Background: an optimization exercise with open tools, aiming at small area, a short achievable clock period and few clock cycles per item. Do not read the settings as production practice. Function was not checked in any run shown here: the RTL went through the layout flow alone. Power and IR drop assume default switching activity.

==> flow/design.v, too long to show whole: its modules and the start of the top module <==
// module conv_engine: 3100 lines
// module cnn_fa: 7 lines
// module cnn_hai: 7 lines
// module cnn_ha: 7 lines
// module cnn_top: 264 lines
module cnn_top (
	input  wire         clk,
	input  wire         reset_b,
	input  wire         run,
	output logic        busy,
	output logic [11:0] in_rd_addr,
	input  wire  [15:0] in_rd_data,
	output logic [11:0] weights_rd_addr,
	input  wire  [15:0] weights_rd_data,
	output logic [28:0] out_wr
);
  // ...
==> flow/run.sh <==
#!/bin/bash
# synth_recipe.tcl (not shown) runs the flow's synth.tcl, then flattens the netlist and writes it again
# the make line also repeats each setting of config.mk as NAME=value (left out here)
make -C /OpenROAD-flow-scripts/flow DESIGN_CONFIG=/design/flow/config.mk WORK_HOME=/design/flow/orfs CLKGATE_MAP_FILE= SYNTH_SCRIPT=/design/flow/synth_recipe.tcl finish
==> flow/config.mk <==
export PLATFORM = sky130hd
export DESIGN_NAME = cnn_top
export DESIGN_NICKNAME = cnn_top
export VERILOG_FILES = /design/flow/design.v
export SDC_FILE = /design/flow/constraint.sdc
export NUM_CORES = 4
export LEC_CHECK = 0
export CAP_MARGIN = 20
export CORE_MARGIN = 2
export CORE_UTILIZATION = 50
export CTS_CLUSTER_DIAMETER = 80
export CTS_CLUSTER_SIZE = 24
export SETUP_SLACK_MARGIN = 5
export SLEW_MARGIN = 70
export SYNTH_HIERARCHICAL = 1
==> flow/constraint.sdc <==
create_clock -name core_clock -period 10.0 [get_ports {clk}]
set_input_delay 2.0000 -clock core_clock [delete_from_list [all_inputs] [get_ports {clk}]]
set_output_delay 2.0000 -clock core_clock [all_outputs]
set_load 0.01 [all_outputs]
==> flow_metrics.tcl, run 1 <==
set metrics [dict create \
    cp_common_cell "fa_1" \
    synth-seq-cells 547 \
    die_w_um 255 \
    seq_cells 547 \
    setup_slack_ns 6.36 \
    gr-total-overflow 0 \
    met2_usage_pct 42.3 \
    rrSetupSlack_ns 6.36 \
    placementRows 92 \
    synth_fa_ha_area_share_pct 37.1 \
    synth_ff_type "dfxtp_1" \
    critPathLaunchType "register" \
    setup_viol 0 \
    reg.largest.list "kw: 72 flops, op: 72 flops" \
    critical_path.top_delay_family "adder cells" \
    signal_buffer_area_fraction_pct 2.86 \
    netSwitchingFraction_pct 38.4 \
    ant_nets 0 \
    synth_top_area_share_pct 34.5 \
    power_frac_comb_pct 46.2 \
    r2r-start "kw[2][13]" \
    topRoutingLayerUsed "met5" \
    layout_common_cells "fa_1 (544), nand2_1 (518), dfxtp_1 (385), and2_1 (169), inv_1 (116)" \
    ir_drop_v 0.000162 \
    path_class "reg -> reg" \
    area_dominant_class "multi-input gates" \
    status "timing/DRC/antenna clean" \
    hold_path_class "reg -> reg" \
    num_vias 19300 \
    p_int_mw 5.10 \
    dp.cells 3441 \
    dieArea_um2 65200 \
    clock_sinks 547 \
    cp_num_buf_inv 1 \
    gp_congestion 0.986 \
    ys_async_sr_fraction_pct 0 \
    synth_common_cells "fa_1 (544), nand2_1 (519), dfxtp_1 (445)" \
]
==> run 2: changes to the inputs <==
==> flow/flow/run.sh (new file) <==
#!/bin/bash
set -euo pipefail
cd "$(dirname "$0")/.."
export SETUP_SLACK_MARGIN=6.3
export BUFFER_PORTS_ARGS="-buffer_cell sky130_fd_sc_hd__buf_2"
bash standard.sh > flow_make.log 2>&1
==> flow/standard.sh (new file) <==
#!/bin/bash
# synth_recipe.tcl (not shown) runs the flow's synth.tcl, then flattens the netlist and writes it again
# the make line also repeats each setting of config.mk as NAME=value (left out here)
make -C /OpenROAD-flow-scripts/flow DESIGN_CONFIG=/design/flow/config.mk WORK_HOME=/design/flow/orfs CLKGATE_MAP_FILE= SYNTH_SCRIPT=/design/flow/synth_recipe.tcl "${@:-finish}"
--- a/flow/config.mk
+++ b/flow/config.mk
@@ -10,6 +10,5 @@
 export CORE_UTILIZATION = 50
 export CTS_CLUSTER_DIAMETER = 80
 export CTS_CLUSTER_SIZE = 24
-export SETUP_SLACK_MARGIN = 5
 export SLEW_MARGIN = 70
 export SYNTH_HIERARCHICAL = 1
removed: flow/run.sh
==> run 2 against run 1 <==
Still clean on timing, DRC and antenna; non-clock buffer count is 3 higher; register-to-register slack hardly changed; final cell count is 0.34% higher; routed wire length is 4.9% higher; via count is 0.96% higher; worst hold slack worse by 0.0021 ns; maximum frequency is 0.24% higher; clock power is 9% higher; sequential power hardly changed; die area stayed put; synthesized cell count stayed put; clock skew is 0.0037 ns higher; critical path type unchanged; largest cell class unchanged.
==> flow_metrics.tcl, run 2 <==
set metrics [dict create \
    via_per_inst 5.54 \
    hold_end "u_eng.rb_q3" \
    synth_ff_type "dfxtp_1" \
    cts_made_buffers 35 \
    path_clk_slew_ns 0.10 \
    gr-total-overflow 0 \
    grt_pass1_vias 20446 \
    placementRows 92 \
    ys_async_sr_fraction_pct 0 \
    layout_commonest_cell "fa_1" \
    synth_edf_count 102 \
    rsz0062_at_grt "false" \
    yosysTopAreaCell "fa_1" \
    synth_common_cells "fa_1 (544), nand2_1 (519), dfxtp_1 (445)" \
    io_pins 89 \
    min_period_ns 3.63 \
    p_int_mw 5.19 \
    synth-seq-cells 547 \
    grt_pass1_wl_um 137000 \
    layout_common_cells "fa_1 (544), nand2_1 (518), dfxtp_1 (388), and2_1 (169), inv_1 (115)" \
    hold_viol_final 0 \
    status "timing/DRC/antenna clean" \
    die_w_um 255 \
    dpl.hpwl_um 77400 \
    ys_seq_area_share_pct 37.9 \
    netSwitchingFraction_pct 38.9 \
    setup_viol 0 \
    reg.largest.list "kw: 72 flops, op: 72 flops" \
    holdPathStages 0 \
    final_layout_size_suffix_gt1_share_pct 12.5 \
    synth_area_um2 31600 \
    grt_max_degree 41 \
    cp-end-kind "register" \
    cts_resized 0 \
    areaGrowthSynthToFinish_pct 7.43 \
    antenna_found_initial 3 \
    critPathMaxFanout 5 \
    synth_top_area_share_pct 34.5 \
    leakagePower_nw 13.0 \
    crit_arrival_ns 4.06 \
    fin_util_pct 54.1 \
    synthDistinctLibCells 73 \
    cap_viol_max_count 0 \
    fin_skew_ns 0.0364 \
    clock-root-buffer "clkbuf_16" \
    wl_per_cell_um 26.7 \
    clock.fmax_mhz 276 \
    num_vias 19486 \
    r2r_cells 7 \
    htreeDepth 2 \
    r2r-start "kw[0][3]" \
    finalCritPeriodShare_pct 36.3 \
    gp_congestion 0.998 \
    fin_nets 3287 \
    dieArea_um2 65200 \
    path_class "reg -> reg" \
    cts_tree "done" \
    fill_cells 5351 \
    synth_area_leaders "fa_1 (35%), dfxtp_1 (28%), edfxtp_1 (9.7%)" \
    cts_buffer_depth 3 \
    initial_core_util_pct 50.3 \
    synth.most_common_cell "fa_1" \
    maxSlewViolCount 0 \
    critPathLaunchType "register" \
    hold_start "u_eng.q5" \
    ir_drop_v 0.000163 \
    yosysWarnings 14 \
    clock_sinks 547 \
    routed_wl_um 93900 \
    switchingPower_mw 3.31 \
    clock_latency_ns 0.60 \
    r2r-end "u_eng.q67" \
    ant_nets 0 \
    critPathLaunch "kw[0][3]" \
    first_pass_iters 5 \
    drt_iter0_markers 1594 \
    syn_inst 2595 \
    fp.dieH_um 255 \
    critical_path_required_ns 10.43 \
    route.detailed.drc 0 \
    power_frac_comb_pct 45.9 \
    io_buffers 77 \
    ctsHoldBuffers 0 \
    hold_path_class "reg -> reg" \
    syn_avg_cell_area_um2 12.2 \
    setup_tns_ns 0 \
    core-area_um2 62700 \
    seq_power_share_pct 35.7 \
    gr-usage-all-layers_pct 29.6 \
    power_density_nw_per_um2 251 \
    p_clk_share_pct 18.4 \
    rrSetupSlack_ns 6.37 \
]
[run 2: modules after synthesis (local to each module, per instance)]
module,flip-flops and latches,copies in the design,cells inside,cell area [um2]
cnn_top,420,1,1204,14800
conv_engine,127,1,801,5610
cnn_hai,0,9,5,27.5
cnn_fa,0,541,1,20.0
cnn_ha,0,4,1,12.5
[run 2: power by group through the flow]
stage	Clock (mW)	Sequential, mW	Combinational [mW]
3_5_place_dp	0	3.09	3.90
6_report	1.56	3.03	3.91
3_3_place_gp	0	3.09	3.72
2_1_floorplan	0	2.94	2.62
4_1_cts	1.60	3.04	3.93
5_1_grt	1.68	3.08	4.40
[run 2: cell type report]
cell class | count | area, um2 | share of cell area [%]
Tap cell | 846 | 1060 | 3.12
Sequential cell | 547 | 12100 | 35.6
Clock inverter | 16 | 201 | 0.594
Antenna cell | 3 | 7.51 | 0.0221
Clock buffer | 47 | 962 | 2.84
Inverter | 117 | 439 | 1.30
Multi-Input combinational cell | 1830 | 18600 | 54.7
Timing Repair Buffer | 112 | 621 | 1.83
[run 2: worst max path at each step]
stage                           end  slack, ns  depth (start not counted)
after floorplan           u_eng.q36       6.83                          7
after global placement    u_eng.q55       6.29                          6
after detailed placement  u_eng.q55       6.31                          7
after CTS                 u_eng.q70       6.38                          7
after global routing      u_eng.q67       6.30                          7
final                     u_eng.q67       6.37                          7
[run 2: per-stage QoR]
step / cells / setup slack (ns) / instance area [um2] / total power [mW] / hold slack, ns
2_1_floorplan: 2606 / 6.83 / 31600 / 5.56 / 0.310
3_3_place_gp: 3421 / 6.29 / 32400 / 6.81 / 0.310
3_5_place_dp: 3447 / 6.31 / 32700 / 6.99 / 0.312
4_1_cts: 3511 / 6.38 / 33900 / 8.57 / 0.328
5_1_grt: 3516 / 6.30 / 33900 / 9.16 / 0.338
6_report: 3518 / 6.37 / 33900 / 8.50 / 0.326
[run 2: kinds of logic after synthesis]
logic type / synth area share, %
buf+inv: 3.63
compound gates: 4.48
xor+xnor: 1.44
mux: 2.76
simple gates: 12.7
fa+ha+maj: 37.1
other cells: 0.0238
flops: 37.9
[run 2: per-layer routing]
layer	up-vias	global-route usage, %	share of wire (%)
met2	834	45.0	45
met1	10152	42.4	44
met5	-	0	0
met3	117	8.53	9.7
met4	0	6.55	2.0
li1	8383	-	-
[run 2: repair_timing]
action / in CTS / in global routing
endpoints found under the hold margin: 0 / 0
setup endpoints to repair: 1 / 0
setup buffers: 1 / 0
[run 2: critical path, stage by stage, from the launching register on]
cell,delay (ns)
edfxtp_1,0.55
buf_2,0.25
and2_1,0.18
fa_1,0.47
fa_1,0.44
fa_1,0.60
fa_1,0.45
fa_1,0.50
==> run 3: changes to the inputs <==
==> flow/flow/run.sh (replaced) <==
#!/bin/bash
set -euo pipefail
cd "$(dirname "$0")/.."
export SETUP_SLACK_MARGIN=6.6
export BUFFER_PORTS_ARGS="-buffer_cell sky130_fd_sc_hd__buf_2"
bash standard.sh > flow_make.log 2>&1
==> run 3 against run 2 <==
Die area unchanged; global-route usage up 0.39 points; synthesized area unchanged; clock-buffer cell count unchanged; sequential cell count unchanged; final cell count up 2.2%; sequential share of layout area down 1.1 points; routed wire length up 1.6%; utilization up 1.8 points; critical path type unchanged.
==> flow_metrics.tcl, run 3 <==
set metrics [dict create \
    cp-end-kind "register" \
    yosysTopAreaCell "fa_1" \
    ant_nets 0 \
    hold_path_class "reg -> reg" \
    fin_nets 3365 \
    rrSetupSlack_ns 6.53 \
    synth_area_leaders "fa_1 (35%), dfxtp_1 (28%), edfxtp_1 (9.7%)" \
    gr-total-overflow 0 \
    critical_path_required_ns 10.46 \
    grt_pass1_vias 20908 \
    synthDistinctLibCells 73 \
    setup_tns_ns 0 \
    grt_max_degree 41 \
    ir_drop_v 0.000161 \
    dieArea_um2 65200 \
    fill_cells 5257 \
    finalCritPeriodShare_pct 34.7 \
    syn_avg_cell_area_um2 12.2 \
    via_per_inst 5.54 \
    die_w_um 255 \
    htreeDepth 2 \
    finalInstanceArea_um2 35000 \
    dpl.hpwl_um 77400 \
    ys_seq_area_share_pct 37.9 \
    r2r_cells 7 \
    r2r-start "kw[4][10]" \
    synth_common_cells "fa_1 (544), nand2_1 (519), dfxtp_1 (445)" \
    io_pins 89 \
    hold_viol_final 0 \
    drt_iter0_markers 1572 \
    reg.largest.list "kw: 72 flops, op: 72 flops" \
    ys_async_sr_fraction_pct 0 \
    placed_cell_area_um2 32700 \
    hold_end "u_eng.rb_q3" \
    multiInputGateArea_um2 18900 \
    cap_viol_max_count 0 \
    crit_arrival_ns 3.93 \
    r2r-end "u_eng.q5" \
    cts_made_buffers 35 \
    critPathLaunchType "register" \
    path_class "reg -> reg" \
    cts_buffer_depth 3 \
    synth_ff_type "dfxtp_1" \
    holdPathStages 0 \
    core-area_um2 62700 \
    synth.most_common_cell "fa_1" \
    power.total_mw 8.61 \
    clock_sinks 547 \
    initial_core_util_pct 50.3 \
    setup_viol 0 \
    first_pass_iters 5 \
    wl_per_cell_um 26.5 \
    hold_start "u_eng.q5" \
    leakagePower_nw 13.4 \
    num_vias 19927 \
    path_clk_slew_ns 0.10 \
    layout_commonest_cell "nand2_1" \
    status "timing/DRC/antenna clean" \
    fin_skew_ns 0.0405 \
    syn_inst 2595 \
    routed_wl_um 95400 \
    antenna_found_initial 4 \
    synth_area_um2 31600 \
    ctsHoldBuffers 0 \
    clock-root-buffer "clkbuf_16" \
    yosysWarnings 14 \
    min_period_ns 3.47 \
    route.detailed.drc 0 \
    maxSlewViolCount 0 \
    areaGrowthSynthToFinish_pct 11.0 \
    final_layout_size_suffix_gt1_share_pct 20.7 \
    grt_pass1_wl_um 139000 \
    synth_top_area_share_pct 34.5 \
    synth-seq-cells 547 \
    clock.fmax_mhz 288 \
    regArea_um2 12100 \
    io_buffers 77 \
    power_density_nw_per_um2 246 \
    placementRows 92 \
    cts_tree "done" \
    gr-usage-all-layers_pct 30.0 \
    fp.dieH_um 255 \
    synth_edf_count 102 \
    layout_common_cells "nand2_1 (505), fa_1 (430), dfxtp_1 (371), and2_1 (157), inv_1 (115)" \
    rsz0062_at_grt "true" \
    critPathMaxFanout 4 \
    gp_congestion 0.998 \
    clock_latency_ns 0.61 \
]
[run 3: cell count changes in the layout (fill, tap and decap cells not counted), sizes merged]
cell | before | now
buf | 108 | 187
clkbuf | 51 | 50
diode | 3 | 2
[run 3: kinds of logic after synthesis]
group	after synthesis	synth area share [%]
fa+ha+maj	609	37.1
buf+inv	229	3.63
other cells	2	0.0238
xor+xnor	52	1.44
simple gates	873	12.7
compound gates	205	4.48
flops	547	37.9
mux	78	2.76
[run 3: routing by layer]
metal	wire length, um	vias up	global-route usage (%)	share of wire, %
met3	9820	157	8.93	10
met5	0	-	0	0
li1	-	8538	-	-
met1	40700	10335	42.3	43
met2	42600	897	46.0	45
met4	2310	0	7.08	2.4
[run 3: worst max path at each step]
stage | slack, ns | cells after the start | endpoint | from
global route | 6.50 | 7 | u_eng.q5 | kw[4][10]
global placement | 6.29 | 6 | u_eng.q55 | kw[2][1]
CTS | 6.56 | 6 | u_eng.q70 | kw[2][7]
finish | 6.53 | 7 | u_eng.q5 | kw[4][10]
floorplan | 6.83 | 7 | u_eng.q36 | kw[0][8]
detailed placement | 6.31 | 7 | u_eng.q55 | kw[2][2]
[run 3: power breakdown]
| part | switching [mW] | internal (mW) |
|---|---|---|
| combinational | 2.21 | 1.80 |
| sequential | 0.280 | 2.75 |
| clock | 0.846 | 0.723 |
| total | 3.34 | 5.27 |
[run 3: per-stage QoR]
stage / setup slack, ns / cells / util [%] / hold WS, ns
final: 6.53 / 3595 / 55.8 / 0.326
after global routing: 6.50 / 3594 / 55.8 / 0.338
after CTS: 6.56 / 3575 / 55.1 / 0.328
after detailed placement: 6.31 / 3447 / 52.1 / 0.312
after global placement: 6.29 / 3421 / 51.6 / 0.310
after floorplan: 6.83 / 2606 / - / 0.310
[run 3: layout make-up]
| class | instances | area share, % |
|---|---|---|
| sequential | 547 | 34.5 |
| clock inverter | 16 | 0.575 |
| tap | 846 | 3.02 |
| multi-input combinational | 1830 | 54.0 |
| timing repair buffer | 190 | 3.87 |
| clock buffer | 47 | 2.75 |
| inverter | 117 | 1.25 |
| antenna | 2 | 0.0143 |
[run 3: modules after synthesis, one instance, submodules excluded]
module	cells	area [um2]
conv_engine	801	5610
cnn_hai	5	27.5
cnn_fa	1	20.0
cnn_top	1204	14800
cnn_ha	1	12.5
[run 3: what timing repair did]
item                                    in CTS  in global routing
pin swaps                                   26                 54
buffers inserted                            65                 18
gates resized for setup                     84                110
endpoints found under the hold margin        0                  0
endpoints found under the setup margin      50                 44
[run 3: worst max-delay path: stages (launching register included)]
cell      delay [ns]
edfxtp_1        0.50
buf_6           0.16
nand2_4         0.04
fa_1            0.51
fa_2            0.61
fa_1            0.46
fa_1            0.60
fa_1            0.43

==> static timing again, ports no longer ideal <==
How much do the figures lean on ideal ports? The routed layouts below were timed once more, with nothing changed but the port constraints. Step 1: set_driving_cell puts a clkbuf_16 on clk and a buf_2 on each other input, an assumption about the parent block. Step 2 adds t to the input delays and takes it off the output delays; t is the mean of the earliest and latest rising clock arrival at the registers after step 1. Input paths then give back, and output paths get back, about the clock's delay inside the block. Three values: no drivers, after step 1, after step 2; two values: the first two.
| run | t (ns) | slack for setup (ns) | clock arrival spread, ns |
|---|---|---|---|
| run 1 | 0.703 | 6.364 / 6.364 / 6.364 | 0.040 / 0.039 |
| run 2 | 0.649 | 6.372 / 6.372 / 6.372 | 0.038 / 0.038 |
| run 3 | 0.649 | 6.533 / 6.533 / 6.533 | 0.042 / 0.043 |
After both steps every run listed still meets setup and hold.
